This is an optimization exercise on Yosys and OpenROAD, whose aim is small area, a short achievable clock period and few clock cycles per item, not a production implementation.
RTL that was checked went through simulation tests only; none was proved equivalent to the original.
No activity file was given, so power comes from the tool's default toggle rates.

Design llc_tag_store, start of the top module:
module llc_tag_store #(
  parameter int unsigned NumLines = DEF_NUM_LINES,
  parameter int unsigned TagWidth = DEF_TAG_WIDTH,
  localparam int unsigned IdxWidth = $clog2(NumLines)
) (
  input  logic                clk_i,
  input  logic                rst_n_i,
  input  logic                req_valid_i,
  output logic                req_ready_o,
  input  logic [MODE_W-1:0]   req_mode_i,
  input  logic [IdxWidth-1:0] req_index_i,
  input  logic [TagWidth-1:0] req_tag_i,
  input  logic                req_dirty_i,
  input  logic [NUM_WAYS-1:0] req_way_i,
  input  logic [NUM_WAYS-1:0] total_lock_i,
  output logic                res_valid_o,
  input  logic                res_ready_i,
  output logic [NUM_WAYS-1:0] res_way_o,
  output logic                res_hit_o,
  output logic                res_evict_o,
  output logic [TagWidth-1:0] res_evict_tag_o
);
  localparam int unsigned W = NUM_WAYS;
  logic [TagWidth-1:0] tag_q  [NumLines][W];
  logic [W-1:0]        val_q  [NumLines];
  logic [W-1:0]        dit_q  [NumLines];
  ...
clock: 5.0 ns
lec_check: 0
abc_clock_period_in_ps: 2200
cap_margin: 20
core_margin: 2
core_utilization: 45
cts_cluster_diameter: 90
cts_cluster_size: 26
setup_slack_margin: 2.7
slew_margin: 20
run.sh (not shown) runs the stock make flow with config.mk's settings and CLKGATE_MAP_FILE= SYNTH_SCRIPT=/design/flow/synth_recipe.tcl, a recipe that flattens the netlist after the stock synthesis.
The starting point produced a clean layout.
Testbench counts at the start, summed over its fixed seeds: cycles 12,024, items 12,000.
Next try:
--- a/flow/design.v
+++ b/flow/design.v
@@ -73,23 +73,23 @@
   localparam int unsigned RspW = W + 2 + TagWidth;
   logic                out_v;
   logic [RspW-1:0]     ring [3];
   logic [1:0]          r_wp, r_rp, r_cnt;
   logic accept, known, pop;
   assign req_ready_o = ready_q;
   assign res_valid_o = out_v;
   assign accept  = req_valid_i & ready_q;
   assign known   = req_mode_i[1];
   assign pop     = out_v & res_ready_i;
   logic [W-1:0]        hit, free_w, free_low, tree_oh, usable, vict, miss_way, resp_way;
-  logic [W-1:0]        tag_we_w, new_val, new_dit, esel, etag_sel;
+  logic [W-1:0]        tag_we_w, new_val, new_dit, esel;
   logic [1:0]          tree_way;
   logic [2:0]          new_tree;
   logic                any_hit, up_dirty, resp_hit, resp_ev;
   logic [TagWidth-1:0] resp_etag;
   always_comb begin
     hit      = c_way & cv & c_eq;
     any_hit  = |hit;
     free_w   = c_way & ~cv;
     free_low = free_w & (~free_w + 1'b1);
     tree_way = ctr[0] ? {1'b1, ctr[2]} : {1'b0, ctr[1]};
     tree_oh  = W'(1) << tree_way;
@@ -97,30 +97,29 @@
     vict     = (|(tree_oh & usable)) ? tree_oh : (usable & (~usable + 1'b1));
     miss_way = (|free_w) ? free_low : vict;
     resp_hit = c_lk & any_hit;
     if (c_lk) begin
       resp_way = any_hit ? hit : miss_way;
       esel     = miss_way;
     end else begin
       resp_way = c_way;
       esel     = c_way;
     end
     resp_ev   = ~resp_hit & (|(esel & cv & cd));
-    etag_sel  = esel & cv;
-    resp_etag = (w_tag  & {TagWidth{|(etag_sel & f_we)}})
-              | (w2_tag & {TagWidth{|(etag_sel & ~f_we & c_s2)}})
-              | (w3_tag & {TagWidth{|(etag_sel & ~f_we & c_s3)}});
+    resp_etag = (w_tag  & {TagWidth{|(esel & cv & f_we) & ~resp_hit}})
+              | (w2_tag & {TagWidth{|(esel & cv & ~f_we & c_s2) & ~resp_hit}})
+              | (w3_tag & {TagWidth{|(esel & cv & ~f_we & c_s3) & ~resp_hit}});
     for (int w = 0; w < W; w++) begin
-      resp_etag = resp_etag | (ct[w] & {TagWidth{etag_sel[w] & ~f_we[w] & ~c_s2[w] & ~c_s3[w]}});
-    end
-    resp_etag = resp_etag & {TagWidth{~resp_hit}};
+      resp_etag = resp_etag
+                | (ct[w] & {TagWidth{esel[w] & cv[w] & ~f_we[w] & ~c_s2[w] & ~c_s3[w] & ~resp_hit}});
+    end
     up_dirty = c_dty & ~(|(hit & cd));
     tag_we_w = (c_lk & ~any_hit) ? miss_way : '0;
     if (c_lk) begin
       new_val = cv | tag_we_w;
       new_dit = any_hit ? (cd | (hit & {W{up_dirty}}))
                         : ((cd & ~tag_we_w) | (tag_we_w & {W{c_dty}}));
     end else begin
       new_val = cv & ~c_way;
       new_dit = cd;
     end
     new_tree = ctr;
Outcome:
- setup slack improved by 0.012 ns
- worst hold slack got worse by 0.0068 ns
- synthesized area is about the same
- total power is lower by 1.9%
- die area is about the same
- utilization is lower by 1.3 points
- clock power is lower by about 3%
- via count is lower by 1.5%
- wire length is lower by 3.3%
- synthesized cell count is higher by 0.75%
- final area is lower by 2.3%
- final cell count is lower by 0.41%
- critical path depth is higher by 1
- register-to-register slack barely changes
Only the layout flow was run in the second run of this note; the RTL was not checked for function there.

[static timing again, ports no longer ideal]
No port has a modelled driver above. Below, the same layouts with a new extraction and two added sets of constraints. Step 1, drivers: a clkbuf_16 drives clk_i and a buf_2 each remaining input, both assumed. Step 2 moves the port delays by t, midway between the first and last clock arrival at a register: inputs arrive t later, outputs are due t later. That takes back most of the time a late clock gives input paths. a / b / c = no drivers / after step 1 / after step 2; a / b = the first two.
run | shift t [ns] | slack for setup (ns) | worst hold slack (ns) | clock arrival spread, ns | cell pins on the clock port's net
the first run | 0.744 | 2.392 / 2.392 / 1.967 | 0.334 / 0.334 / 0.334 | 0.048 / 0.048 | 1
the second run | 0.755 | 2.405 / 2.405 / 1.972 | 0.327 / 0.327 / 0.327 | 0.042 / 0.042 | 1
After both steps every run listed still meets setup and hold. For the second run, which loses most, drivers alone change the setup slack by 0.000 ns; drivers and shift together by -0.433 ns.
